This is an optimization exercise on Yosys and OpenROAD, whose aim is small area, a short achievable clock period and few clock cycles per item, not a production implementation. At most, simulation tests tie the RTL to the original design; equivalence was not proved. The RTL of runs 2 to 6 was laid out without a check of its function.

==> flow/design.v <==
package itbt_pkg;
   localparam int VALUE_WIDTH = 32;
   localparam int MAX_TRITS   = 21;
   localparam int CNT_W = $clog2(MAX_TRITS + 1);
   localparam int IDX_W = $clog2(MAX_TRITS);
   localparam int RECIP_SHIFT = VALUE_WIDTH + 1;
   localparam logic [VALUE_WIDTH+1:0] RECIP_WIDE =
      (({2'b01, {(VALUE_WIDTH){1'b0}}} << 1) + (VALUE_WIDTH + 2)'(2)) / (VALUE_WIDTH + 2)'(3);
   localparam logic [VALUE_WIDTH:0] RECIP = RECIP_WIDE[VALUE_WIDTH:0];
   localparam logic [1:0] TRIT_ZERO = 2'b00;
   localparam logic [1:0] TRIT_POS  = 2'b01;
   localparam logic [1:0] TRIT_NEG  = 2'b11;
   typedef enum logic [1:0] {
      STEP_WAIT  = 2'd0,
      STEP_DIV   = 2'd1,
      STEP_DIGIT = 2'd2,
      STEP_EMIT  = 2'd3
   } step_type;
   typedef enum logic [1:0] {
      COND_ALWAYS   = 2'd0,
      COND_START    = 2'd1,
      COND_MORE     = 2'd2,
      COND_NOT_LAST = 2'd3
   } cond_type;
   typedef struct packed {
      logic     load;
      logic     div;
      logic     digit;
      logic     emit;
      cond_type cond;
      step_type jmp_true;
      step_type jmp_false;
   } ctrl_word_type;
   function automatic ctrl_word_type micro_rom(input step_type addr);
      case (addr)
         STEP_WAIT:  micro_rom = {1'b1, 1'b0, 1'b0, 1'b0, COND_START,    STEP_DIV,   STEP_WAIT};
         STEP_DIV:   micro_rom = {1'b0, 1'b1, 1'b0, 1'b0, COND_ALWAYS,   STEP_DIGIT, STEP_DIGIT};
         STEP_DIGIT: micro_rom = {1'b0, 1'b0, 1'b1, 1'b0, COND_MORE,     STEP_DIV,   STEP_EMIT};
         STEP_EMIT:  micro_rom = {1'b0, 1'b0, 1'b0, 1'b1, COND_NOT_LAST, STEP_EMIT,  STEP_WAIT};
         default:    micro_rom = {1'b0, 1'b0, 1'b0, 1'b0, COND_ALWAYS,   STEP_WAIT,  STEP_WAIT};
      endcase
   endfunction
endpackage
import itbt_pkg::*;
module int_to_balanced_ternary_core (
   input  logic                                   clock,
   input  logic                                   reset,
   input  logic                                   start,
   output logic                                   busy,
   input  logic signed [itbt_pkg::VALUE_WIDTH-1:0] req_value,
   output logic                                   rsp_strobe,
   output logic signed [1:0]                      rsp_trit,
   output logic                                   rsp_last_trit
);
   itbt_pkg::step_type                upc_ff, upc_in;
   logic [VALUE_WIDTH-1:0]    mag_ff, mag_in;
   logic [VALUE_WIDTH-1:0]    quot_ff, quot_in;
   logic                      neg_ff, neg_in;
   logic [CNT_W-1:0]          count_ff, count_in;
   logic [1:0]                store_ff [MAX_TRITS];
   logic                      strobe_ff, strobe_in;
   logic [1:0]                trit_ff, trit_in;
   logic                      last_ff, last_in;
   itbt_pkg::ctrl_word_type           ctrl;
   logic                      cond_true;
   logic [2*VALUE_WIDTH:0]    product;
   logic [VALUE_WIDTH-1:0]    triple;
   logic [VALUE_WIDTH-1:0]    diff;
   logic [1:0]                rem;
   logic                      carry;
   logic [1:0]                digit;
   logic [1:0]                digit_signed;
   logic [VALUE_WIDTH-1:0]    mag_next;
   logic [CNT_W-1:0]          count_inc;
   logic [CNT_W-1:0]          count_dec;
   logic [IDX_W-1:0]          wr_idx;
   logic [IDX_W-1:0]          rd_idx;
   assign ctrl = itbt_pkg::micro_rom(upc_ff);
   assign busy = (upc_ff != STEP_WAIT);
   assign product      = {{VALUE_WIDTH{1'b0}}, mag_ff} * {{VALUE_WIDTH{1'b0}}, RECIP};
   assign triple       = {quot_ff[VALUE_WIDTH-2:0], 1'b0} + quot_ff;
   assign diff         = mag_ff - triple;
   assign rem          = diff[1:0];
   assign carry        = (rem == 2'd2);
   assign mag_next     = quot_ff + {{(VALUE_WIDTH-1){1'b0}}, carry};
   assign digit        = carry ? TRIT_NEG : ((rem == 2'd1) ? TRIT_POS : TRIT_ZERO);
   assign digit_signed = neg_ff ? (~digit + 2'd1) : digit;
   assign count_inc = count_ff + CNT_W'(1);
   assign count_dec = count_ff - CNT_W'(1);
   assign wr_idx    = count_ff[IDX_W-1:0];
   assign rd_idx    = count_dec[IDX_W-1:0];
   always_comb begin
      case (ctrl.cond)
         COND_ALWAYS:   cond_true = 1'b1;
         COND_START:    cond_true = start;
         COND_MORE:     cond_true = (mag_next != '0) && (count_inc < CNT_W'(MAX_TRITS));
         COND_NOT_LAST: cond_true = (count_ff != CNT_W'(1));
         default:       cond_true = 1'b0;
      endcase
   end
   always_comb begin
      upc_in = cond_true ? ctrl.jmp_true : ctrl.jmp_false;
   end
   always_comb begin
      mag_in    = mag_ff;
      quot_in   = quot_ff;
      neg_in    = neg_ff;
      count_in  = count_ff;
      strobe_in = 1'b0;
      trit_in   = trit_ff;
      last_in   = last_ff;
      if (ctrl.load && start) begin
         neg_in   = req_value[VALUE_WIDTH-1];
         mag_in   = req_value[VALUE_WIDTH-1] ? (~req_value + VALUE_WIDTH'(1)) : req_value;
         count_in = '0;
      end
      if (ctrl.div) begin
         quot_in = product[RECIP_SHIFT +: VALUE_WIDTH];
      end
      if (ctrl.digit) begin
         mag_in   = mag_next;
         count_in = count_inc;
      end
      if (ctrl.emit) begin
         strobe_in = 1'b1;
         trit_in   = store_ff[rd_idx];
         last_in   = (count_ff == CNT_W'(1));
         count_in  = count_dec;
      end
   end
   always_ff @(posedge clock) begin
      if (reset) begin
         upc_ff    <= STEP_WAIT;
         strobe_ff <= 1'b0;
         count_ff  <= '0;
         neg_ff    <= 1'b0;
      end else begin
         upc_ff    <= upc_in;
         strobe_ff <= strobe_in;
         count_ff  <= count_in;
         neg_ff    <= neg_in;
      end
   end
   always_ff @(posedge clock) begin
      mag_ff  <= mag_in;
      quot_ff <= quot_in;
      trit_ff <= trit_in;
      last_ff <= last_in;
      if (ctrl.digit) begin
         store_ff[wr_idx] <= digit_signed;
      end
   end
   assign rsp_strobe    = strobe_ff;
   assign rsp_trit      = trit_ff;
   assign rsp_last_trit = last_ff;
endmodule
==> flow/run.sh <==
#!/bin/bash
# synth_recipe.tcl (not shown) runs the flow's synth.tcl, then flattens the netlist and writes it again
# the make line also repeats each setting of config.mk as NAME=value (left out here)
make -C /OpenROAD-flow-scripts/flow DESIGN_CONFIG=/design/flow/config.mk WORK_HOME=/design/flow/orfs CLKGATE_MAP_FILE= SYNTH_SCRIPT=/design/flow/synth_recipe.tcl finish
==> flow/config.mk <==
export PLATFORM = sky130hd
export DESIGN_NAME = int_to_balanced_ternary_core
export DESIGN_NICKNAME = int_to_balanced_ternary_core
export VERILOG_FILES = /design/flow/design.v
export SDC_FILE = /design/flow/constraint.sdc
export NUM_CORES = 4
export LEC_CHECK = 0
export CAP_MARGIN = 20
export CORE_MARGIN = 2
export CORE_UTILIZATION = 40
export SLEW_MARGIN = 20
==> flow/constraint.sdc <==
create_clock -name core_clock -period 8.5 [get_ports {clock}]
set_input_delay 1.7000 -clock core_clock [delete_from_list [all_inputs] [get_ports {clock}]]
set_output_delay 1.7000 -clock core_clock [all_outputs]
set_load 0.01 [all_outputs]
==> flow_metrics.tcl, run 1 <==
set metrics [dict create \
    finish.instance_area_mm2 0.0242 \
    yosys_warnings 1 \
    end_kind "flip-flop" \
    final_layout_size_suffix_gt1_share_pct 5.01 \
    fin_util_pct 44.2 \
    yosys_most_used_dff "edfxtp_1" \
    ys_types 66 \
    htree_num_levels 4 \
    core_area_mm2 0.0548 \
    die_w_um 239 \
    grt_pass1_vias 16671 \
    ys_seq_area_share_pct 15.5 \
    hold_viol_final 0 \
    cts_sinks 117 \
    fin_nets 2990 \
    drtPass1Iterations 5 \
    drt_iter0_markers 1217 \
    cp_max_fo 9 \
    dpl_cell_area_mm2 0.0235 \
    timing.slew.headroom_pct 29.6 \
    syn_inst 2149 \
    min_path_type "reg2reg" \
    port_buffers 39 \
    final_cell_mix "inv_1 (542), ha_1 (382), fa_1 (351)" \
    rows 86 \
    fmax_mhz 122 \
    gp_congestion 1.04 \
    slew_violations 0 \
    wl_per_cell_um 22.4 \
    cp_common_cell "fa_1" \
    antenna_left 0 \
    setup_viol 0 \
    antenna_found_initial 0 \
    period_share_pct 96.5 \
    skew_ns 0.0193 \
    crit_slowest_cell "edfxtp_1" \
    final_common_cell "inv_1" \
    cp_top_family "adder cells" \
    grtUsageTotal_pct 24.5 \
    finalSetupTns_ns 0 \
    avgSynthCellArea_um2 10.3 \
    fin_crit_ns 8.20 \
    grt_max_degree 46 \
    start_util_pct 40.2 \
    cts.clk_slew.worst_paths_ns 0.07 \
    clk_path_buf_depth 2 \
    status "no timing/DRC/antenna violations" \
    syn_nets 2917 \
    overflow 0 \
    synth_edf_count 108 \
    viasPerCell 5.27 \
    startpoint_type "flip-flop" \
    cts_buffers 17 \
    cts_tree "done" \
    clkLatencyLatePin_ns 0.46 \
    grt_first_pass_wirelength_um 102000 \
    antennaDiodeCount 0 \
    required_ns 8.69 \
    die_h_um 239 \
    synth_area_mm2 0.0220 \
    worstMarginPinSlew_ns 1.05 \
    drv_cap 0 \
    num_vias 15486 \
    pre_cts_ws_ns 0.196 \
    final.fill_count 5252 \
    crit_buf_inv 4 \
    setup_slack_ns 0.299 \
    dieArea_mm2 0.0570 \
    routed_wl_um 65900 \
    max_stage_delay_ns 0.60 \
    path_class "reg2reg" \
    crit_arrival_ns 8.40 \
    drc 0 \
    area_delta_synth_final_pct 9.75 \
    async_flop_share_pct 0 \
    hpwl_um 58100 \
    synth_seq_cells 117 \
    rsz0062_at_grt "no" \
    root_buffer "clkbuf_16" \
    io_pins 40 \
]
==> cell usage after synthesis (all sizes together), types with 25 or more instances <==
cell / instances / area share, %
fa: 351 / 32
nand2: 87 / 1.5
xor2: 54 / 2.1
ha: 382 / 22
edfxtp: 108 / 15
o21ai: 62 / 1.4
a21oi: 84 / 1.9
xnor2: 80 / 3.2
nand3: 34 / 0.77
nor2: 83 / 1.4
nand2b: 25 / 0.71
inv: 542 / 9.2
==> state kept, by name, indices dropped and copies added, names as in the netlist <==
name and flops:
neg_ff 1, strobe_ff 1, upc_ff 2, trit_ff 2
last_ff 1, quot_ff 31, count_ff 5, mag_ff 32
store_ff 42
==> worst paths after layout <==
path,from,end,slack [ns],depth (start not counted)
hold / removal,neg_ff,neg_ff,0.49,2
setup / recovery,mag_ff[8],quot_ff[30],0.30,26
hold reg to reg,neg_ff,neg_ff,0.49,2
setup reg to reg,mag_ff[8],quot_ff[30],0.30,26
==> kinds of logic after synthesis <==
logic type / synth area share (%)
mux: 1.56
xor+xnor: 5.33
compound gates: 6.46
fa+ha+maj: 53.6
flops: 15.5
simple gates: 7.86
buf+inv: 9.69
==> worst register-to-register path, delay by kind of cell, from the launching register on <==
family                   cells  cell delay (ns)
buffers and inverters        4             0.31
flip-flops                   1             0.60
AND/OR/NAND/NOR              2             0.20
AO/OA/AOI/OAI                9             1.99
XOR/XNOR                     2             0.49
adder cells (fa/ha/maj)      9             4.36
==> cell type report <==
class	instances	area, um^2	share of cell area, %
clock inverter	15	176	0.729
sequential	117	3420	14.2
timing repair buffer	81	706	2.92
multi-input combinational	1463	16500	68.4
inverter	542	2030	8.41
clock buffer	17	425	1.76
tap	704	881	3.64
==> what timing repair did <==
action                                 4_1_cts  5_1_grt
endpoints found under the hold margin        0        0
setup endpoints to repair                    0        8
hold buffers                                 0        0
gates resized for setup                      0        9
setup buffers                                0        9
==> through the flow <==
stage                     instances  hold WS, ns
after floorplan                2149        0.441
after global placement         2898        0.466
after detailed placement       2898        0.470
after CTS                      2930        0.483
after global routing           2939        0.512
final                          2939        0.486
==> metal layers <==
metal | wire (um) | global-route usage, %
met4 | 3070 | 10.5
met1 | 28600 | 32.9
met2 | 30200 | 39.2
met5 | 0 | 0
met3 | 4060 | 4.11
Testbench counts, summed over its fixed seeds: cycles 136,376, conversions 2,400.
==> inputs of run 2 (changes only) <==
==> flow/design.v (replaced) <==
package itbt_pkg;
   localparam int VALUE_WIDTH = 32;
   localparam int MAX_TRITS   = 21;
   localparam int QW = 34;
   localparam logic [QW-1:0] POW21 = 34'd10460353203;
   localparam logic signed [VALUE_WIDTH-1:0] HI = 32'sd1743392201;
   localparam logic signed [QW-1:0] B_POS_Z =  34'sd581130734;
   localparam logic signed [QW-1:0] B_NEG_Z = -34'sd581130734;
   localparam logic signed [QW-1:0] B_POS_P =  34'sd4067915135;
   localparam logic signed [QW-1:0] B_NEG_P =  34'sd2905653667;
   localparam logic signed [QW-1:0] B_POS_N = -34'sd2905653667;
   localparam logic signed [QW-1:0] B_NEG_N = -34'sd4067915135;
endpackage
import itbt_pkg::*;
module int_to_balanced_ternary_core (
   input  logic                                    clock,
   input  logic                                    reset,
   input  logic                                    start,
   output logic                                    busy,
   input  logic signed [itbt_pkg::VALUE_WIDTH-1:0] req_value,
   output logic                                    rsp_strobe,
   output logic signed [1:0]                       rsp_trit,
   output logic                                    rsp_last_trit
);
   logic signed [QW-1:0] q_ff;
   logic                 pos_ff;
   logic                 neg_ff;
   logic [4:0]           j_ff;
   logic                 active_ff;
   logic                 started_ff;
   logic [QW-1:0]        q_next;
   logic                 pos_next;
   logic                 neg_next;
   logic                 last_step;
   logic                 load;
   function automatic logic ge_const(input logic [QW-1:0] a, input logic [QW-1:0] c);
      logic r;
      r = 1'b1;
      for (int i = 0; i < QW - 1; i++)
         r = c[i] ? (a[i] & r) : (a[i] | r);
      ge_const = c[QW-1] ? (~a[QW-1] | r) : (~a[QW-1] & r);
   endfunction
   assign q_next = q_ff + {q_ff[QW-2:0], 1'b0} + (pos_ff ? -POW21 : (neg_ff ? POW21 : '0));
   assign pos_next = pos_ff ? ge_const(q_ff, B_POS_P) : (neg_ff ? ge_const(q_ff, B_POS_N) : ge_const(q_ff, B_POS_Z));
   assign neg_next = pos_ff ? ~ge_const(q_ff, B_NEG_P + 1'b1) : (neg_ff ? ~ge_const(q_ff, B_NEG_N + 1'b1) : ~ge_const(q_ff, B_NEG_Z + 1'b1));
   assign last_step = (j_ff == 5'd0);
   assign busy      = active_ff & ~last_step;
   assign load      = start & ~busy;
   always_ff @(posedge clock) begin
      if (reset)
         active_ff <= 1'b0;
      else if (load)
         active_ff <= 1'b1;
      else if (last_step)
         active_ff <= 1'b0;
   end
   always_ff @(posedge clock) begin
      if (load) begin
         q_ff       <= QW'(req_value);
         pos_ff     <= (req_value >= HI);
         neg_ff     <= (req_value <= -HI);
         j_ff       <= 5'd20;
         started_ff <= 1'b0;
      end else begin
         q_ff       <= q_next;
         pos_ff     <= pos_next;
         neg_ff     <= neg_next;
         j_ff       <= j_ff - 5'd1;
         started_ff <= started_ff | pos_ff | neg_ff;
      end
   end
   assign rsp_strobe    = active_ff & (started_ff | pos_ff | neg_ff | last_step);
   assign rsp_trit      = {neg_ff, pos_ff | neg_ff};
   assign rsp_last_trit = last_step;
endmodule
==> flow_metrics.tcl, run 2 <==
set metrics [dict create \
    final_layout_size_suffix_gt1_share_pct 4.22 \
    finalSetupTns_ns 0 \
    synth_top_area_share_pct 18.7 \
    top_layer_used "met4" \
    synth_area_leaders "dfxtp_1 (19%), fa_1 (14%), ha_1 (11%)" \
    crit_chain "nor2b_2 > buf_4 > fa_1 > ha_1 > a2111oi_0 > a2111o_1 > o2111ai_2 > a311oi_1 > o21bai_1 > xnor2_1 > o21ai_0" \
    num_vias 4359 \
    pre_cts_ws_ns 4.61 \
    skew_ns 0.00290 \
    grtUsageTotal_pct 21.9 \
    status "no timing/DRC/antenna violations" \
    grt_max_degree 41 \
    synth_seq_cells 43 \
    drc 0 \
    post-place-cells 728 \
    cp_top_family "compound AO/OA/AOI/OAI gates" \
    cts_hold_buf 0 \
    die_h_um 111 \
    yosys.area.top_type "dfxtp_1" \
    start_util_pct 40.6 \
    min_path_type "reg2reg" \
    hold_slack_ns 0.448 \
    final_cells 736 \
    crit_arrival_ns 4.15 \
    clkLatencyLatePin_ns 0.30 \
    crit_buf_inv 1 \
    reg2reg_slack_ns 4.53 \
    crit_slowest_cell "a2111oi_0" \
    viasPerCell 5.92 \
    hold_viol_final 0 \
    finish.instance_area_mm2 0.00533 \
    multi_input_area_mm2 0.00359 \
    worstReg2RegEnd "q_ff[31]" \
    overflow 0 \
    ys_seq_area_share_pct 18.7 \
    grt_first_pass_wirelength_um 21800 \
    reg2reg_depth 11 \
    antenna_left 0 \
    yosys_most_used_dff "dfxtp_1" \
    port_buffers 39 \
    io_pins 40 \
    syn_nets 663 \
    wl_met2_um 5950 \
    gp_congestion 0.923 \
    hpwl_um 10200 \
    routed_wl_um 13100 \
    required_ns 8.68 \
    postCtsSetupRepairBufs 0 \
    fin_nets 699 \
    ys_types 64 \
    fmax_mhz 252 \
    fin_util_pct 47.1 \
    cts_sinks 43 \
    startpoint_type "flip-flop" \
    wl_met1_um 6140 \
    htree_num_levels 2 \
    setup_slack_ns 4.53 \
    root_buffer "clkbuf_16" \
    cts_buffers 5 \
    rows 39 \
    worstMarginPinSlew_ns 0.766 \
    clk_path_buf_depth 2 \
    wl_per_cell_um 17.9 \
    setup_viol 0 \
    die_w_um 111 \
    end_kind "flip-flop" \
    avgSynthCellArea_um2 8.27 \
    async_flop_share_pct 0 \
    final_common_cell "nand2_1" \
    slew_violations 0 \
    timing.slew.headroom_pct 48.9 \
    top_register "q_ff" \
    area_delta_synth_final_pct 16.0 \
    min_path_cells 1 \
    dieArea_mm2 0.0124 \
    whs_endpoint "j_ff[0]" \
    drt_iter0_markers 233 \
    synth_most_common_cell "nand2_1" \
    core_area_mm2 0.0113 \
    max_stage_delay_ns 0.70 \
    fin_crit_ns 3.97 \
    antennaDiodeCount 0 \
    drtPass1Iterations 5 \
    routed-wl-met3_um 806 \
    min_from "j_ff[0]" \
    grt_pass1_vias 4272 \
    reg.largest.list "q_ff (34), j_ff (5)" \
    register_area_um2 861 \
    period_share_pct 46.7 \
    r2r-start "neg_ff" \
    largest_reg_flops 34 \
    antenna_found_initial 0 \
    cp_max_fo 19 \
    synth_area_mm2 0.00460 \
    drv_cap 0 \
    rsz0062_at_grt "no" \
    final.fill_count 1129 \
    cts_resized 0 \
    yosys-top-cells-count "nand2_1 (54), nor2_1 (51), a21oi_1 (49), dfxtp_1 (43), ha_1 (39)" \
    cts_tree "done" \
    final_cell_mix "nand2_1 (54), nor2_1 (51), a21oi_1 (49)" \
    cts.clk_slew.worst_paths_ns 0.07 \
    dpl_cell_area_mm2 0.00514 \
    yosys_warnings 1 \
    syn_inst 556 \
    synth_edf_count 0 \
    path_class "reg2reg" \
]
==> run 2: changes by cell type in the layout (fill, tap and decap cells not counted), moves of 33 or more <==
cell,previous run,this run
edfxtp_1,108,0
xnor2_1,80,14
fa_1,351,33
ha_1,382,39
buf_4,42,4
dfxtp_1,9,43
nand2_1,87,54
a21oi_1,83,49
inv_1,542,24
xor2_1,48,12
==> run 2: cell type report <==
class                      instances  share of cell area (%)
timing repair buffer              43                    7.88
clock inverter                     3                    1.27
multi-input combinational        475                    67.3
clock buffer                       5                    2.35
inverter                          24                    1.69
tap                              143                    3.35
sequential                        43                    16.1
==> run 2: how the worst max path moves through the flow <==
stage / from / end / slack [ns] / cells past startpoint
4_1_cts: neg_ff / q_ff[31] / 4.54 / 11
3_5_place_dp: pos_ff / q_ff[33] / 4.61 / 13
3_3_place_gp: neg_ff / q_ff[31] / 4.64 / 11
5_1_grt: neg_ff / q_ff[13] / 4.24 / 11
6_report: neg_ff / q_ff[31] / 4.53 / 11
2_1_floorplan: pos_ff / q_ff[33] / 4.08 / 13
==> run 2: worst register-to-register path: stages, from the launching register on <==
cell,delay (ns)
dfxtp_1,0.48
nor2b_2,0.24
buf_4,0.36
fa_1,0.50
ha_1,0.28
a2111oi_0,0.70
a2111o_1,0.40
o2111ai_2,0.21
a311oi_1,0.35
o21bai_1,0.14
xnor2_1,0.13
o21ai_0,0.08
==> run 2: logic make-up (layout without fill, tap and decap cells) <==
family / Yosys count / count (layout) / synth area share, %
xor gates and xnor gates: 26 / 26 / 4.95
adders and majority gates: 72 / 72 / 25.0
AOI/OAI and AO/OA: 182 / 182 / 27.0
DFF: 43 / 43 / 18.7
and+or+nand+nor: 195 / 195 / 21.1
buffers and inverters: 38 / 75 / 3.21
==> run 2: per-layer routing <==
metal	track usage, %	up-vias
met4	6.91	0
met1	30.5	2063
met5	0	-
li1	-	2129
met3	3.94	24
met2	34.7	143
==> inputs of run 3 (changes only) <==
--- a/flow/config.mk
+++ b/flow/config.mk
@@ -10,2 +10,3 @@
 export CORE_UTILIZATION = 40
+export SETUP_SLACK_MARGIN = 5
 export SLEW_MARGIN = 20
==> flow_metrics.tcl, run 3 <==
set metrics [dict create \
    status "no timing/DRC/antenna violations" \
    required_ns 8.75 \
    register_area_um2 870 \
    fin_util_pct 49.7 \
    r2r-start "neg_ff" \
    grt_first_pass_wirelength_um 22000 \
    synth_area_mm2 0.00460 \
    cts_sinks 43 \
    whs_endpoint "j_ff[0]" \
    avgSynthCellArea_um2 8.27 \
    num_vias 4389 \
    min_from "j_ff[0]" \
    die_h_um 111 \
    antennaDiodeCount 0 \
    rsz0062_at_grt "yes" \
    synth_compound_area_share_pct 27.0 \
    drc 0 \
    viasPerCell 5.81 \
    wl_per_cell_um 17.4 \
    synth_seq_cells 43 \
    antenna_found_initial 0 \
    path_class "in2reg" \
    cts_tree "done" \
    reg2reg_depth 14 \
    antenna_left 0 \
    fmax_mhz 287 \
    synth_most_common_cell "nand2_1" \
    core_area_mm2 0.0113 \
    yosys_warnings 1 \
    clk_path_buf_depth 2 \
    min_path_type "reg2reg" \
    synth-adder-area-share_pct 25.0 \
    fin_nets 719 \
    synth_area_leaders "dfxtp_1 (19%), fa_1 (14%), ha_1 (11%)" \
    met1_usage_pct 30.7 \
    synth_edf_count 0 \
    die_w_um 111 \
    dieArea_mm2 0.0124 \
    reg2reg_slack_ns 5.08 \
    final_common_cell "nand2_1" \
    hold_viol_final 0 \
    period_share_pct 41.0 \
    gr-max-usage-layer "met2" \
    fin_crit_ns 3.48 \
    io_pins 40 \
    syn_nets 663 \
    setup_viol 0 \
    synth_top_area_share_pct 18.7 \
    top_register "q_ff" \
    async_flop_share_pct 0 \
    ys_types 64 \
    routed_wl_um 13100 \
    yosys.area_share.simple_pct 21.1 \
    skew_ns 0.00618 \
    worstMarginPinSlew_ns 0.681 \
    clkLatencyLatePin_ns 0.31 \
    final_cell_mix "nand2_1 (54), nor2_1 (51), a21oi_1 (48)" \
    cp_max_fo 3 \
    yosys_most_used_dff "dfxtp_1" \
    drt_iter0_markers 229 \
    area_delta_synth_final_pct 22.5 \
    drv_cap 0 \
    cts.clk_slew.worst_paths_ns 0.07 \
    largest_reg_flops 34 \
    htree_num_levels 2 \
    grtUsageTotal_pct 21.7 \
    hold_slack_ns 0.448 \
    startpoint_type "primary input" \
    overflow 0 \
    final.fill_count 1126 \
    gp_congestion 0.902 \
    min_path_cells 1 \
    finalSetupTns_ns 0 \
    start_util_pct 40.6 \
    grt_max_degree 48 \
    pre_cts_ws_ns 4.37 \
    drtPass1Iterations 8 \
    timing.slew.headroom_pct 54.0 \
    synth_top_family_by_area "compound AO/OA/AOI/OAI gates" \
    worstReg2RegEnd "q_ff[25]" \
    synth-xor-area-share_pct 4.95 \
    slew_violations 0 \
    hpwl_um 9580 \
    ys_seq_area_share_pct 18.7 \
    yosys.area.top_type "dfxtp_1" \
    port_buffers 39 \
    root_buffer "clkbuf_16" \
    end_kind "flip-flop" \
    setup_slack_ns 5.02 \
    use_met2_pct 34.8 \
    met3_usage_pct 4.10 \
    reg.largest.list "q_ff (34), j_ff (5)" \
    grt_pass1_vias 4359 \
    syn_inst 556 \
    rows 39 \
    synthMuxAreaShare_pct 0 \
    crit_arrival_ns 3.73 \
    multi_input_area_mm2 0.00376 \
    cts_buffers 5 \
    final_layout_size_suffix_gt1_share_pct 11.7 \
    yosys-top-cells-count "nand2_1 (54), nor2_1 (51), a21oi_1 (49), dfxtp_1 (43), ha_1 (39)" \
]
run 3: cell counts after synthesis:
Identical to the previous run, type by type.
run 3: critical path, cell delays in order:
cell and delay (ns):
clkdlybuf4s50_1 0.44, or4_4 0.54, nor4_4 0.28, o21ai_1 0.11, o21ai_2 0.10, o2bb2ai_2 0.16
a211oi_2 0.10, nor4_2 0.16, a211o_1 0.13
run 3: final cells by class:
type | count | share of cell area (%)
clock buffer | 5 | 2.22
clock inverter | 3 | 0.400
inverter | 24 | 1.60
multi-input combinational | 476 | 66.9
sequential | 43 | 15.4
tap | 143 | 3.18
timing repair buffer | 62 | 10.3
run 3: per-layer routing:
layer / wire, um / share of wire (%)
met5: 0 / 0
met4: 146 / 1.1
met3: 719 / 5.5
met2: 6070 / 46
met1: 6210 / 47
run 3: logic make-up after synthesis:
kind of cell | after synthesis
xor gates and xnor gates | 26
AOI/OAI and AO/OA | 182
adders and majority gates | 72
and+or+nand+nor | 195
DFF | 43
buffers and inverters | 38
run 3: per-stage QoR:
| stage | std cells | cell area (um^2) |
|---|---|---|
| global placement | 726 | 5130 |
| finish | 756 | 5630 |
| floorplan | 556 | 4610 |
| CTS | 748 | 5470 |
| detailed placement | 726 | 5130 |
| global route | 756 | 5630 |
run 3: how the worst max path moves through the flow:
stage                  start  endpoint  slack (ns)  cells past startpoint
5_1_grt               neg_ff  q_ff[25]        4.93                     14
2_1_floorplan         pos_ff  q_ff[33]        5.10                     13
3_3_place_gp   req_value[15]    pos_ff        4.48                      9
4_1_cts               neg_ff  q_ff[33]        5.01                     13
6_report        req_value[2]    pos_ff        5.02                      9
3_5_place_dp          neg_ff  q_ff[31]        4.37                     13
run 3: what timing repair did:
action / in CTS / in global routing
gates cloned: 1 / 0
endpoints found under the setup margin: 28 / 14
gates resized for setup: 26 / 24
hold buffers: 0 / 0
buffers inserted: 13 / 8
pin swaps: 9 / 13
==> inputs of run 4 (changes only) <==
--- a/flow/design.v
+++ b/flow/design.v
@@ -42,3 +42,30 @@
    endfunction
-   assign q_next = q_ff + {q_ff[QW-2:0], 1'b0} + (pos_ff ? -POW21 : (neg_ff ? POW21 : '0));
+   always_comb begin
+      logic [QW-1:0] x;
+      logic [QW-1:0] s;
+      logic [QW-1:0] c;
+      logic [QW-1:0] b;
+      logic [QW-1:0] g;
+      logic [QW-1:0] p;
+      logic [QW-1:0] gg;
+      logic [QW-1:0] pp;
+      x = pos_ff ? -POW21 : (neg_ff ? POW21 : '0);
+      for (int i = 0; i < QW; i++) begin
+         s[i] = q_ff[i] ^ (i > 0 ? q_ff[i-1] : 1'b0) ^ x[i];
+         c[i] = (i > 0) ? ((q_ff[i] & q_ff[i-1]) | (q_ff[i] & x[i]) | (q_ff[i-1] & x[i])) : (q_ff[i] & x[i]);
+      end
+      b  = {c[QW-2:0], 1'b0};
+      g  = s & b;
+      p  = s ^ b;
+      gg = g;
+      pp = p;
+      for (int l = 0; (1 << l) < QW; l++)
+         for (int i = 0; i < QW; i++)
+            if (((i >> l) & 1) == 1) begin
+               gg[i] = gg[i] | (pp[i] & gg[((i >> l) << l) - 1]);
+               pp[i] = pp[i] & pp[((i >> l) << l) - 1];
+            end
+      for (int i = 0; i < QW; i++)
+         q_next[i] = p[i] ^ (i > 0 ? gg[i-1] : 1'b0);
+   end
    assign pos_next = pos_ff ? ge_const(q_ff, B_POS_P) : (neg_ff ? ge_const(q_ff, B_POS_N) : ge_const(q_ff, B_POS_Z));
--- a/flow/config.mk
+++ b/flow/config.mk
@@ -10,3 +10,2 @@
 export CORE_UTILIZATION = 40
-export SETUP_SLACK_MARGIN = 5
 export SLEW_MARGIN = 20
==> flow_metrics.tcl, run 4 <==
set metrics [dict create \
    status "no timing/DRC/antenna violations" \
    final_layout_size_suffix_gt1_share_pct 4.01 \
    antennaDiodeCount 0 \
    wl_met2_um 5160 \
    hpwl_um 8760 \
    die_w_um 108 \
    drv_cap 0 \
    slew_violations 0 \
    synth_area_mm2 0.00432 \
    fin_util_pct 47.8 \
    drc 0 \
    worstMarginPinSlew_ns 0.639 \
    async_flop_share_pct 0 \
    overflow 0 \
    postCtsSetupRepairBufs 0 \
    final_cell_mix "nand2_1 (54), nor2_1 (48), a21oi_1 (44)" \
    rows 37 \
    top_layer_used "met4" \
    top_register "q_ff" \
    synth_seq_cells 43 \
    wl_per_cell_um 16.5 \
    fin_nets 657 \
    clk_path_buf_depth 2 \
    drt_iter0_markers 173 \
    grt_first_pass_wirelength_um 18900 \
    min_path_type "reg2reg" \
    synth_edf_count 0 \
    avgSynthCellArea_um2 8.50 \
    r2r-start "neg_ff" \
    dieArea_mm2 0.0116 \
    final_common_cell "nand2_1" \
    ys_seq_area_share_pct 19.9 \
    root_buffer "clkbuf_8" \
    dpl_cell_area_mm2 0.00486 \
    fin_crit_ns 4.41 \
    die_h_um 108 \
    drtPass1Iterations 4 \
    startpoint "neg_ff" \
    path_class "reg2reg" \
    num_vias 3879 \
    crit_arrival_ns 4.59 \
    cts_tree "done" \
    yosys_most_used_dff "dfxtp_1" \
    skew_ns 0.00451 \
    finalSetupTns_ns 0 \
    area_delta_synth_final_pct 15.2 \
    ys_types 60 \
    reg2reg_slack_ns 4.09 \
    end_kind "flip-flop" \
    cp_max_fo 11 \
    synth_area_leaders "dfxtp_1 (20%), fa_1 (17%), ha_1 (11%)" \
    yosys.area.top_type "dfxtp_1" \
    wl_met1_um 5530 \
    yosys_warnings 1 \
    setup_viol 0 \
    cts_buffers 5 \
    yosys-top-cells-count "nand2_1 (54), nor2_1 (48), a21oi_1 (44), dfxtp_1 (43), ha_1 (38)" \
    grtUsageTotal_pct 20.5 \
    cts_sinks 43 \
    min_from "j_ff[0]" \
    start_util_pct 41.5 \
    routed_wl_um 11300 \
    htree_num_levels 2 \
    antenna_left 0 \
    routed-wl-met3_um 413 \
    cts.clk_slew.worst_paths_ns 0.09 \
    core_area_mm2 0.0104 \
    startpoint_type "flip-flop" \
    synth_most_common_cell "nand2_1" \
    syn_inst 508 \
    clkLatencyLatePin_ns 0.31 \
    reg.largest.list "q_ff (34), j_ff (5)" \
    gp_congestion 0.866 \
    port_buffers 39 \
    synth_top_area_share_pct 19.9 \
    timing.slew.headroom_pct 56.8 \
    hold_slack_ns 0.449 \
    grt_max_degree 45 \
    period_share_pct 51.9 \
    rsz0062_at_grt "no" \
    finish.instance_area_mm2 0.00498 \
    syn_nets 618 \
    viasPerCell 5.67 \
    largest_reg_flops 34 \
    hold_viol_final 0 \
    fmax_mhz 227 \
    grt_pass1_vias 3848 \
    cts_hold_buf 0 \
    cts_resized 0 \
    io_pins 40 \
    required_ns 8.68 \
    antenna_found_initial 0 \
]
-- run 4: cell count changes after synthesis, moves of 4 or more --
cell,change
a311o_1,-5
a21oi_1,-5
xor2_1,-6
fa_1,+4
inv_1,+4
o21a_1,-5
xnor2_1,+6
a21o_1,-11
nor4_1,-8
-- run 4: critical path: stages (launching register included) --
cell	delay (ns)
dfxtp_1	0.42
nand2b_1	0.14
inv_1	0.36
buf_4	0.31
fa_1	0.44
ha_1	0.40
nand4_1	0.14
or3_1	0.36
a21o_1	0.20
a31oi_4	0.19
a41oi_4	0.20
o311ai_4	0.38
nand3_1	0.11
nand2_1	0.08
fa_1	0.18
xnor2_1	0.13
xnor2_1	0.13
o21ai_0	0.08
-- run 4: logic make-up after synthesis --
| group | after synthesis | synth area share (%) |
|---|---|---|
| buffers and inverters | 39 | 3.48 |
| AO/OA/AOI/OAI | 143 | 22.7 |
| AND/OR/NAND/NOR | 182 | 20.4 |
| XOR/XNOR | 26 | 5.27 |
| adder cells (fa/ha/maj) | 75 | 28.2 |
| flip-flops | 43 | 19.9 |
-- run 4: layout make-up --
type	instances	area (um^2)
tap	136	170
sequential	43	861
multi-input combinational	426	3310
inverter	28	105
clock buffer	5	68.8
clock inverter	3	43.8
fill	1047	5440
timing repair buffer	43	420
-- run 4: metal layers --
layer | GRT usage (%) | vias to the layer above
li1 | - | 1918
met1 | 28.8 | 1878
met2 | 33.3 | 73
met3 | 2.78 | 10
met4 | 4.95 | 0
met5 | 0 | -
-- run 4: final timing paths --
path                            endpoint  cells past startpoint
worst max-delay path            q_ff[33]                     17
worst min-delay path             j_ff[0]                      1
worst max register to register  q_ff[33]                     17
worst min register to register   j_ff[0]                      1
-- run 4: metrics by stage --
| step | cells | setup WS (ns) |
|---|---|---|
| final | 684 | 4.09 |
| after detailed placement | 676 | 4.09 |
| after global routing | 684 | 3.76 |
| after global placement | 676 | 4.18 |
| after CTS | 684 | 4.06 |
| after floorplan | 508 | 3.97 |
==> inputs of run 5 (changes only) <==
--- a/flow/config.mk
+++ b/flow/config.mk
@@ -10,2 +10,3 @@
 export CORE_UTILIZATION = 40
+export SETUP_SLACK_MARGIN = 5
 export SLEW_MARGIN = 20
==> flow_metrics.tcl, run 5 <==
set metrics [dict create \
    status "no timing/DRC/antenna violations" \
    viasPerCell 5.70 \
    grt_first_pass_wirelength_um 19800 \
    final_layout_size_suffix_gt1_share_pct 14.0 \
    wl_per_cell_um 17.2 \
    crit_chain "nand2b_4 > clkinvlp_4 > buf_6 > fa_1 > ha_4 > nand4_4 > or3_1 > a21o_1 > a31oi_4 > a41oi_4 > o311ai_4 > nand3_1 > nand2_1 > fa_2 > xnor2_2 > xnor2_1 > o21ai_1" \
    worstMarginPinSlew_ns 0.473 \
    yosys_most_used_dff "dfxtp_1" \
    reg.largest.list "q_ff (34), j_ff (5)" \
    overflow 0 \
    final_common_cell "nand2_1" \
    synth_most_common_cell "nand2_1" \
    syn_nets 618 \
    cts_sinks 43 \
    finish.instance_area_mm2 0.00535 \
    yosys_warnings 1 \
    required_ns 8.69 \
    slew_violations 0 \
    crit_slowest_cell "fa_1" \
    synth_seq_cells 43 \
    skew_ns 0.00978 \
    multi_input_area_mm2 0.00353 \
    cp_top_family "adder cells" \
    fin_nets 673 \
    largest_reg_flops 34 \
    die_w_um 108 \
    root_buffer "clkbuf_8" \
    dieArea_mm2 0.0116 \
    synth_area_leaders "dfxtp_1 (20%), fa_1 (17%), ha_1 (11%)" \
    hpwl_um 8930 \
    drt_iter0_markers 188 \
    final_cells 700 \
    cts_tree "done" \
    final.fill_count 991 \
    gp_congestion 0.856 \
    timing.slew.headroom_pct 68.5 \
    path_class "reg2reg" \
    htree_num_levels 2 \
    rows 37 \
    fin_crit_ns 3.65 \
    top_register "q_ff" \
    area_delta_synth_final_pct 23.8 \
    synth_top_area_share_pct 19.9 \
    fmax_mhz 274 \
    finalSetupTns_ns 0 \
    cp_max_fo 5 \
    synth_edf_count 0 \
    antenna_found_initial 0 \
    async_flop_share_pct 0 \
    period_share_pct 43.0 \
    io_pins 40 \
    min_path_type "reg2reg" \
    cts.clk_slew.worst_paths_ns 0.10 \
    core_area_mm2 0.0104 \
    grt_max_degree 45 \
    crit_arrival_ns 3.85 \
    setup_viol 0 \
    port_buffers 39 \
    dpl_cell_area_mm2 0.00490 \
    routed_wl_um 12000 \
    ys_seq_area_share_pct 19.9 \
    syn_inst 508 \
    ys_types 60 \
    clkLatencyLatePin_ns 0.31 \
    grtUsageTotal_pct 21.7 \
    rsz0062_at_grt "yes" \
    grt_pass1_vias 3998 \
    die_h_um 108 \
    cts_buffers 5 \
    drtPass1Iterations 4 \
    register_area_um2 875 \
    avgSynthCellArea_um2 8.50 \
    start_util_pct 41.5 \
    antenna_left 0 \
    max_stage_delay_ns 0.49 \
    hold_viol_final 0 \
    post-place-cells 674 \
    clk_path_buf_depth 2 \
    drv_cap 0 \
    synth_area_mm2 0.00432 \
    drc 0 \
    yosys.area.top_type "dfxtp_1" \
    antennaDiodeCount 0 \
    startpoint_type "flip-flop" \
    crit_buf_inv 2 \
    end_kind "flip-flop" \
    yosys-top-cells-count "nand2_1 (54), nor2_1 (48), a21oi_1 (44), dfxtp_1 (43), ha_1 (38)" \
    num_vias 3989 \
    final_cell_mix "nand2_1 (54), nor2_1 (48), a21oi_1 (39)" \
]
-- run 5: changes by cell type in the layout (fill, tap and decap cells not counted), sizes merged --
cell and delta:
buf +16, clkinvlp +1, clkdlybuf4s50 -2, inv -1, dlygate4sd2 +2
-- run 5: worst paths after layout --
path         startpoint  endpoint  slack [ns]  cells past startpoint
max reg2reg      pos_ff  q_ff[33]        4.85                     17
min reg2reg     j_ff[0]   j_ff[0]        0.42                      1
min             j_ff[0]   j_ff[0]        0.42                      1
max              pos_ff  q_ff[33]        4.85                     17
-- run 5: kinds of logic after synthesis --
family,Yosys count,synth area share (%)
simple gates,182,20.4
fa+ha+maj,75,28.2
compound gates,143,22.7
xor+xnor,26,5.27
flops,43,19.9
buf+inv,39,3.48
-- run 5: timing repair --
action	4_1_cts	5_1_grt
gates resized for setup	26	21
pin swaps	19	15
buffers inserted	15	3
hold buffers	0	0
endpoints found under the setup margin	28	12
-- run 5: stage by stage --
stage / worst slack (ns) / hold slack (ns) / util [%]
floorplan: 4.45 / 0.413 / -
CTS: 4.74 / 0.424 / 50.3
global route: 4.71 / 0.452 / 51.3
global placement: 3.89 / 0.427 / 47.1
finish: 4.85 / 0.422 / 51.3
detailed placement: 3.81 / 0.438 / 47.1
-- run 5: final cells by class --
class / instances / share of cell area (%)
inverters: 28 / 2.04
flip-flops and latches: 43 / 16.4
multi-input cells: 426 / 66.1
clock buffers: 5 / 1.29
clock inverters: 3 / 0.819
well taps: 136 / 3.18
repair buffers: 59 / 10.3
-- run 5: routing by layer --
layer	GRT usage, %	wire [um]	vias to the layer above
met1	29.9	5690	1953
met4	3.39	123	0
met2	36.7	5720	78
met3	3.21	498	10
li1	-	-	1948
met5	0	0	-
==> inputs of run 6 (changes only) <==
==> flow/flow/run.sh (new file) <==
#!/bin/bash
# Standard layout, with two changes: adders are left to ABC instead of being mapped to
# full/half adder cells, and the port buffers are the smallest buffer.
set -euo pipefail
bash standard.sh ADDER_MAP_FILE= "BUFFER_PORTS_ARGS=-buffer_cell sky130_fd_sc_hd__buf_1" finish > standard_flow.log 2>&1
==> flow/standard.sh (new file) <==
#!/bin/bash
# synth_recipe.tcl (not shown) runs the flow's synth.tcl, then flattens the netlist and writes it again
# the make line also repeats each setting of config.mk as NAME=value (left out here)
make -C /OpenROAD-flow-scripts/flow DESIGN_CONFIG=/design/flow/config.mk WORK_HOME=/design/flow/orfs CLKGATE_MAP_FILE= SYNTH_SCRIPT=/design/flow/synth_recipe.tcl "${@:-finish}"
--- a/flow/config.mk
+++ b/flow/config.mk
@@ -7,2 +7,3 @@
 export LEC_CHECK = 0
+export ABC_AREA = 1
 export CAP_MARGIN = 20
removed: flow/run.sh
==> flow_metrics.tcl, run 6 <==
set metrics [dict create \
    status "no timing/DRC/antenna violations" \
    crit_chain "buf_6 > nor2_1 > a31oi_1 > buf_1" \
    cts_sinks 43 \
    synth-xor-area-share_pct 2.50 \
    num_vias 5942 \
    synth_top_family_by_area "simple AND/OR/NAND/NOR gates" \
    clk_path_buf_depth 2 \
    io_pins 40 \
    overflow 0 \
    drv_cap 0 \
    startpoint_type "flip-flop" \
    max_stage_delay_ns 0.58 \
    synth_area_mm2 0.00520 \
    final_layout_size_suffix_gt1_share_pct 5.76 \
    die_w_um 118 \
    root_buffer "clkbuf_16" \
    min_from "j_ff[0]" \
    synthMuxAreaShare_pct 0 \
    worstReg2RegEnd "q_ff[21]" \
    yosys-top-cells-count "nand2_1 (401), inv_1 (141), nand3_1 (115), nor2_1 (78), dfxtp_1 (43)" \
    drc 0 \
    ys_types 44 \
    final_common_cell "nand2_1" \
    end_kind "output pin" \
    gp_congestion 0.927 \
    reg2reg_depth 20 \
    period_share_pct 39.5 \
    setup_slack_ns 5.14 \
    port_buffers 39 \
    antenna_left 0 \
    finalSetupTns_ns 0 \
    postCtsSetupRepairBufs 0 \
    synth_area_leaders "nand2_1 (29%), dfxtp_1 (17%), nand3_1 (11%)" \
    async_flop_share_pct 0 \
    wl_per_cell_um 12.3 \
    slew_violations 0 \
    synth_seq_cells 43 \
    rows 41 \
    start_util_pct 41.1 \
    final_cell_mix "nand2_1 (400), inv_1 (141), nand3_1 (115)" \
    whs_endpoint "j_ff[0]" \
    avgSynthCellArea_um2 5.24 \
    hold_slack_ns 0.441 \
    min_path_type "reg2reg" \
    min_path_cells 1 \
    grt_first_pass_wirelength_um 24500 \
    syn_inst 993 \
    htree_num_levels 2 \
    grtUsageTotal_pct 21.1 \
    dieArea_mm2 0.0139 \
    grt_max_degree 42 \
    worstMarginPinSlew_ns 0.685 \
    drtPass1Iterations 7 \
    final_cells 1196 \
    pre_cts_ws_ns 4.90 \
    hold_viol_final 0 \
    cts.clk_slew.worst_paths_ns 0.07 \
    clkLatencyLatePin_ns 0.29 \
    core_area_mm2 0.0127 \
    die_h_um 118 \
    cts_tree "done" \
    routed_wl_um 14800 \
    path_class "reg2out" \
    synth-adder-area-share_pct 0 \
    cts_buffers 5 \
    synth_compound_area_share_pct 11.4 \
    antenna_found_initial 0 \
    fin_nets 1058 \
    final.fill_count 1396 \
    yosys.area_share.simple_pct 55.6 \
    timing.slew.headroom_pct 53.1 \
    synth_top_area_share_pct 28.9 \
    top_register "q_ff" \
    rsz0062_at_grt "no" \
    largest_reg_flops 34 \
    register_area_um2 861 \
    fin_crit_ns 3.36 \
    reg2reg_slack_ns 5.41 \
    setup_viol 0 \
    synth_edf_count 0 \
    crit_slowest_cell "dfxtp_1" \
    yosys_most_used_dff "dfxtp_1" \
    required_ns 6.80 \
    yosys.area.top_type "nand2_1" \
    crit_buf_inv 2 \
    skew_ns 0.00931 \
    hpwl_um 11600 \
    post-place-cells 1187 \
    antennaDiodeCount 0 \
    crit_arrival_ns 1.66 \
    grt_pass1_vias 5252 \
    cp_top_family "flip-flops" \
    r2r-start "pos_ff" \
    viasPerCell 4.97 \
    reg.largest.list "q_ff (34), j_ff (5)" \
    cp_max_fo 18 \
    yosys_warnings 1 \
    syn_nets 1028 \
    multi_input_area_mm2 0.00365 \
    area_delta_synth_final_pct 7.72 \
    ys_seq_area_share_pct 16.5 \
    synth_most_common_cell "nand2_1" \
    fmax_mhz 298 \
    drt_iter0_markers 395 \
]
## run 6: cell count changes after synthesis, moves of 8 or more
cell / previous run / this run
nand2_2: 0 / 12
nand3_1: 17 / 115
o21ai_1: 1 / 9
inv_1: 28 / 141
ha_1: 38 / 0
a21oi_1: 44 / 24
xnor2_1: 20 / 2
nor2_1: 48 / 78
nand3_2: 0 / 13
fa_1: 37 / 0
nand2_1: 54 / 401
## run 6: final cells by class
cell class | count | share of cell area [%]
clock buffer | 7 | 2.72
clock inverter | 1 | 0.134
inverter | 146 | 9.82
multi-input combinational | 785 | 65.0
sequential | 43 | 15.4
tap | 172 | 3.84
timing repair buffer | 42 | 3.08
## run 6: worst register-to-register path, cell delays in order, from the launching register on
cell     delay [ns]
dfxtp_1        0.58
buf_6          0.30
inv_4          0.19
nand2_8        0.22
nand2_1        0.10
nand3_1        0.16
nand2_1        0.07
inv_1          0.08
nand2_1        0.06
nor2_1         0.08
nand2_1        0.09
nand2_1        0.15
nand2_1        0.12
nand2_2        0.24
nand2_1        0.14
nand2_1        0.11
nand2_1        0.09
nand2_1        0.07
nand2_1        0.05
nand3_1        0.06
nand2_1        0.05
## run 6: timing repair
action                                  CTS  global route
hold endpoints to repair                  0             0
endpoints found under the setup margin    0            15
gates resized for setup                   0             3
hold buffers                              0             0
## run 6: metal layers
metal	global-route usage [%]	routed length, um
met1	28.8	7030
met2	35.2	6690
met4	5.50	286
met5	0	0
met3	2.52	755
## run 6: metrics by stage
stage	utilization (%)	cell area, um^2
finish	44.2	5610
global route	44.2	5610
CTS	44.0	5580
detailed placement	42.8	5420
global placement	42.8	5420
floorplan	-	5200
## run 6: worst max-delay path by stage
| stage | start | to | cells after the start |
|---|---|---|---|
| 3_5_place_dp | start | q_ff[14] | 8 |
| 5_1_grt | start | q_ff[8] | 8 |
| 2_1_floorplan | req_value[11] | neg_ff | 9 |
| 6_report | pos_ff | rsp_strobe | 4 |
| 4_1_cts | pos_ff | rsp_strobe | 4 |
| 3_3_place_gp | start | q_ff[8] | 8 |
## run 6: cells by family (layout without fill, tap and decap cells)
kind of cell,after synthesis,in the layout
AND/OR/NAND/NOR,666,667
XOR/XNOR,14,14
buffers and inverters,166,196
flip-flops,43,43
AO/OA/AOI/OAI,104,104

[port drivers added, routing unchanged]
No port has a modelled driver above. Below, the same layouts with a new extraction and two added sets of constraints.
Step 1, drivers: a clkbuf_16 drives clock and a buf_2 each remaining input, both assumed.
Step 2, shift: input delay + t, output delay - t, t = (earliest + latest rising clock arrival at the registers) / 2. This alone moves slack from input paths to output paths.
a / b / c = ideal / step 1 / step 2; a / b = the first two.
| run | t, ns | setup slack, ns | worst data-port slew with drivers (ns) |
|---|---|---|---|
| run 1 | 0.497 | 0.299 / 0.299 / 0.299 | 0.03 |
| run 2 | 0.339 | 4.527 / 4.527 / 4.527 | 0.05 |
| run 3 | 0.343 | 5.018 / 5.033 / 4.690 | 0.04 |
| run 4 | 0.339 | 4.092 / 4.092 / 4.092 | 0.04 |
| run 5 | 0.343 | 4.848 / 4.848 / 4.741 | 0.04 |
| run 6 | 0.327 | 5.141 / 5.104 / 4.901 | 0.04 |
After both steps every run listed still meets setup and hold. For run 3, which loses most, drivers alone change the setup slack by +0.015 ns; drivers and shift together by -0.328 ns.
